From an optimization exercise on the open Yosys and OpenROAD flow, aimed at small area, a short achievable clock period and few clock cycles; shortcuts taken in it are not production practice.
Function was checked by simulation only, so behaviour that the tests miss may differ from the original.

==> inputs of 02-23 <==
Design hash64_multiply_mix_64bit_words_top, start of the top module:
module hash64_multiply_mix_64bit_words_top (
   input  wire logic        clock,
   input  wire logic        reset,
   input  wire logic        req_valid,
   output logic             req_stall,
   input  wire logic [63:0] req_key_word,
   input  wire logic [3:0]  req_word_bytes,
   input  wire logic        req_last_word,
   input  wire logic [30:0] req_total_length,
   output logic             rsp_valid,
   input  wire logic        rsp_stall,
   output logic [63:0]      rsp_hash_value,
   input  wire logic        csr_valid,
   output logic             csr_ready,
   input  wire logic [31:0] csr_hash_seed
);
   localparam logic [1:0] TA_NONE = 2'd0;
   localparam logic [1:0] TA_FULL = 2'd1;    
   localparam logic [1:0] TA_PART = 2'd2;    
   localparam logic [2:0] TB_NONE  = 3'd0;
   localparam logic [2:0] TB_K2    = 3'd1;
   localparam logic [2:0] TB_LFULL = 3'd2;   
   localparam logic [2:0] TB_LPART = 3'd3;   
   localparam logic [2:0] TB_LEMPT = 3'd4;   
   localparam logic [1:0] TC_NONE = 2'd0;
   localparam logic [1:0] TC_H    = 2'd1;    
   localparam logic [1:0] TC_HEND = 2'd2;    
   localparam logic [1:0] TC_RES  = 2'd3;    
   logic [1:0]  ta_ff;
   logic        ta_first_ff, ta_last_ff;
   logic [2:0]  tb_ff;
   logic        tb_first_ff, tb_last_ff;
   logic [1:0]  tc_ff;
   logic        key_open_ff;
  ...
Settings: LEC_CHECK=0, CAP_MARGIN=20, CORE_MARGIN=2, CORE_UTILIZATION=40, SETUP_SLACK_MARGIN=5, SLEW_MARGIN=20, SYNTH_HIERARCHICAL=1; clock period 12.0 ns.
run.sh (not shown) runs the stock make flow with config.mk's settings and CLKGATE_MAP_FILE= SYNTH_SCRIPT=/design/flow/synth_recipe.tcl, a recipe that flattens the netlist after the stock synthesis.
==> inputs of 08-19, as changes to 02-23 <==
--- a/flow/config.mk
+++ b/flow/config.mk
@@ -7,5 +7,6 @@
 export LEC_CHECK = 0
+export ABC_AREA = 1
 export CAP_MARGIN = 20
 export CORE_MARGIN = 2
-export CORE_UTILIZATION = 40
+export CORE_UTILIZATION = 65
 export SETUP_SLACK_MARGIN = 5
==> results.txt <==
outcome complete, no violations; Starting DRT DRC Count 4,963; hold_ws between 0.4 and 0.5 ns; mux cell area share after synthesis 2.33%; worst setup path endpoint xc_ff[63]; GR Util met3 under 10%; Highest Clock Rate 144 MHz; Inverters 710; buffer share of cell area just over 8%; post-synthesis sequential area ratio 14.5%; Global Route met2 Usage around 46%; chip height approximately 430 um; WL/cell 30.9 um; Well Taps 2,370; Reg area roughly 0.011 mm^2
the above is filed under 02-23

==> results.txt <==
GR Util met3 between 10% and 20%; Global Route met2 Usage 70.2%; WL/cell 28.4 um; outcome complete, no violations; Reg area 0.0106 mm^2; chip height about 350 um; most frequent cells after synthesis nand2_1 (2,172), fa_1 (2,043), inv_1 (1,581); buffer share of cell area 5.95%; Inverters approximately 1,700; mux cell area share after synthesis 0.733%; post-synthesis sequential area ratio 13.3%; width of the chip roughly 350 um
the above is filed under 08-19

Testbench counts of 02-23, summed over its fixed seeds: cycles 9,120.
Testbench counts of 08-19, summed over its fixed seeds: cycles 9,120.

* * *

==> indigo <==
hash64_multiply_mix_64bit_words_top, a different RTL version from the one above (not shown whole).
make LEC_CHECK=0 CAP_MARGIN=20 CORE_MARGIN=2 CORE_UTILIZATION=40 SETUP_SLACK_MARGIN=5 SLEW_MARGIN=20 SYNTH_HIERARCHICAL=1 finish   # period 12.0 ns
==> violet: changes against indigo <==
--- a/flow/design.v
+++ b/flow/design.v
@@ -1511,21 +1511,12 @@
    logic [2:0]  tb_in;
    logic        tb_first_in, tb_last_in;
    logic [1:0]  tc_in;
    logic        key_open_in;
    logic [63:0] xb_in, xc_in;
    logic        produce;
-   localparam logic [1:0] U_PC   = 2'd0;
-   localparam logic [1:0] U_HASH = 2'd1;
-   localparam logic [1:0] U_SPB  = 2'd2;    
-   localparam logic [1:0] V_PB   = 2'd0;
-   localparam logic [1:0] V_XA   = 2'd1;
-   localparam logic [1:0] V_NONE = 2'd2;
-   logic [1:0]  u_sel, v_sel;
-   logic        mix_c, xc_we;
-   logic [63:0] spb, u_c, v_c, y_c;
    logic        end_mark;    
    assign end_mark = take && key_open_ff && w_empty;
    always_comb begin
       ta_in       = TA_NONE;
       ta_first_in = !key_open_ff;
       ta_last_in  = w_ends;
@@ -1545,51 +1536,36 @@
       if (ta_ff == TA_FULL) begin
          tb_in = TB_K2;
       end else if (take && !key_open_ff) begin
          xb_in = 64'(req_total_length);
          tb_in = w_full ? TB_LFULL : (w_empty ? TB_LEMPT : TB_LPART);
       end
-      tc_in  = tc_ff;
-      xc_we  = 1'b1;
-      u_sel  = U_PC;
-      v_sel  = V_PB;
-      mix_c  = 1'b0;
+      tc_in = tc_ff;
+      xc_in = xc_ff;
       if (tb_ff == TB_K2) begin
-         u_sel = tb_first_ff ? U_HASH : U_PC;
+         xc_in = (tb_first_ff ? hash_ff : pc) ^ pb;
          tc_in = (tb_last_ff || end_mark) ? TC_HEND : TC_H;
       end else if (tb_ff == TB_LPART) begin
-         u_sel = U_SPB;
-         v_sel = V_XA;
+         xc_in = 64'(seed_ff) ^ pb ^ xa_ff;
          tc_in = TC_HEND;
       end else if (tb_ff == TB_LEMPT) begin
-         u_sel = U_SPB;
-         v_sel = V_NONE;
-         mix_c = 1'b1;
+         xc_in = mix(64'(seed_ff) ^ pb);
          tc_in = TC_RES;
       end else if (ta_ff == TA_PART) begin
-         v_sel = V_XA;
+         xc_in = pc ^ xa_ff;
          tc_in = TC_HEND;
       end else if (tc_ff == TC_HEND) begin
-         v_sel = V_NONE;
-         mix_c = 1'b1;
+         xc_in = mix(pc);
          tc_in = TC_RES;
-      end else begin
-         xc_we = 1'b0;
-         if (tc_ff == TC_RES) begin
-            tc_in = TC_NONE;
-         end else if (end_mark) begin
-            tc_in = TC_HEND;
-         end
+      end else if (tc_ff == TC_RES) begin
+         tc_in = TC_NONE;
+      end else if (end_mark) begin
+         tc_in = TC_HEND;
       end
       produce = (tc_ff == TC_RES);
    end
-   assign spb   = 64'(seed_ff) ^ pb;
-   assign u_c   = (u_sel == U_PC) ? pc : ((u_sel == U_HASH) ? hash_ff : spb);
-   assign v_c   = (v_sel == V_PB) ? pb : ((v_sel == V_XA) ? xa_ff : 64'd0);
-   assign y_c   = u_c ^ v_c;
-   assign xc_in = mix_c ? mix(y_c) : y_c;
    always_ff @(posedge clock) begin
       if (reset) begin
          ta_ff        <= TA_NONE;
          tb_ff        <= TB_NONE;
          tc_ff        <= TC_NONE;
          key_open_ff  <= 1'b0;
@@ -1613,19 +1589,17 @@
          ta_first_ff <= ta_first_in;
          ta_last_ff  <= ta_last_in;
          tb_first_ff <= tb_first_in;
          tb_last_ff  <= tb_last_in;
          xa_ff       <= mw;
          xb_ff       <= xb_in;
-         if (xc_we) begin
-            xc_ff <= xc_in;
-         end
+         xc_ff       <= xc_in;
          if (produce) begin
             hash_ff <= mix(pc);
          end else if (tb_ff == TB_LFULL) begin
-            hash_ff <= spb;
+            hash_ff <= 64'(seed_ff) ^ pb;
          end
       end
    end
    assign csr_ready      = 1'b1;
    assign rsp_valid      = rsp_valid_ff;
    assign rsp_hash_value = hash_ff;
==> flow/flow/run.sh (new file) <==
#!/bin/bash
set -euo pipefail
bash standard.sh SETUP_SLACK_MARGIN=6.5 finish > flow_make.log 2>&1
==> flow/standard.sh (new file) <==
#!/bin/bash
# synth_recipe.tcl (not shown) runs the flow's synth.tcl, then flattens the netlist and writes it again
# the make line also repeats each setting of config.mk as NAME=value (left out here)
make -C /OpenROAD-flow-scripts/flow DESIGN_CONFIG=/design/flow/config.mk WORK_HOME=/design/flow/orfs CLKGATE_MAP_FILE= SYNTH_SCRIPT=/design/flow/synth_recipe.tcl "${@:-finish}"
--- a/flow/config.mk
+++ b/flow/config.mk
@@ -5,9 +5,8 @@
 export SDC_FILE = /design/flow/constraint.sdc
 export NUM_CORES = 4
 export LEC_CHECK = 0
 export CAP_MARGIN = 20
 export CORE_MARGIN = 2
 export CORE_UTILIZATION = 40
-export SETUP_SLACK_MARGIN = 5
 export SLEW_MARGIN = 20
 export SYNTH_HIERARCHICAL = 1
removed: flow/run.sh
==> summary of the runs <==
Sequential cell count is the same in violet and indigo.
Setup slack: indigo is worse than violet (330 ps).
Clock skew: indigo is lower than violet (13 ps).
Against indigo, the critical path depth of violet is higher by 1.
In violet the synthesized cell count is larger than in indigo, by about 7%.
Core utilization: indigo is lower than violet (5.3 points).
Of indigo and violet, indigo has the higher worst hold slack (gap 1.2 ps).
Of violet and indigo, violet has the higher design area (gap about 14%, measured against indigo).
Against indigo, the non-clock buffer count of violet is higher by 505.
Against indigo, the fmax of violet is larger by 4.8%.
==> figures <==
item                                                                   violet        indigo
Critical path endpoint                                              xc_ff[63]     xc_ff[15]
Syn avg cell area                                                 12.09 sq um   12.62 sq um
Synth Area in XOR/XNOR                                                 4.851%        3.820%
Number of signal-net buffers in the layout                               1193           688
Post-placement setup slack                                            4306 ps       3096 ps
Fmax achieved                                                       144.6 MHz     137.9 MHz
Reg-to-Reg End                                                      xc_ff[63]     xc_ff[15]
WHS                                                                  418.7 ps      419.9 ps
Via count of the first global-routing pass                              60140         54600
Global-route wire length before repair                               415.1 mm      386.1 mm
Outcome                                      no timing/DRC/antenna violations  no timing/DRC/antenna violations
Drt wl/cell                                                          30.84 um      31.63 um
Vertical die dimension                                               426.8 um      422.1 um
Post-route fraction of the period consumed by the critical path        57.63%        60.41%
Post-cts repair resize count                                             1102           464
Total area of multi-input combinational cells                     66610 sq um   60620 sq um
Max_slew headroom                                                      25.70%        13.92%
Area share of the largest cell type after synthesis                    57.21%        58.49%
Net count, final                                                         9403          8535
Testbench counts of indigo, summed over its fixed seeds: cycles 9,166.
Testbench counts of violet, summed over its fixed seeds: cycles 9,166.

[afterwards: timing with drivers on the ports]
The results above use ideal ports. As a check the final layouts listed here were re-extracted and re-timed, cells and wires unchanged. Step 1, drivers: a clkbuf_16 drives clock and a buf_2 each remaining input, both assumed. Step 2, shift: input delay + t, output delay - t, t = (earliest + latest rising clock arrival at the registers) / 2. This alone moves slack from input paths to output paths. Slacks: ideal / step 1 / step 2; pairs: ideal / step 1.
run	shift t [ns]	slack for setup (ns)	worst register clock-pin slew, ns
02-23	0.765	5.048 / 5.048 / 5.048	0.07 / 0.07
08-19	0.759	4.981 / 4.981 / 4.981	0.07 / 0.07
indigo	0.699	4.751 / 4.751 / 4.751	0.07 / 0.07
violet	0.756	5.084 / 5.084 / 5.084	0.08 / 0.08
After both steps setup and hold are still met in every run listed.
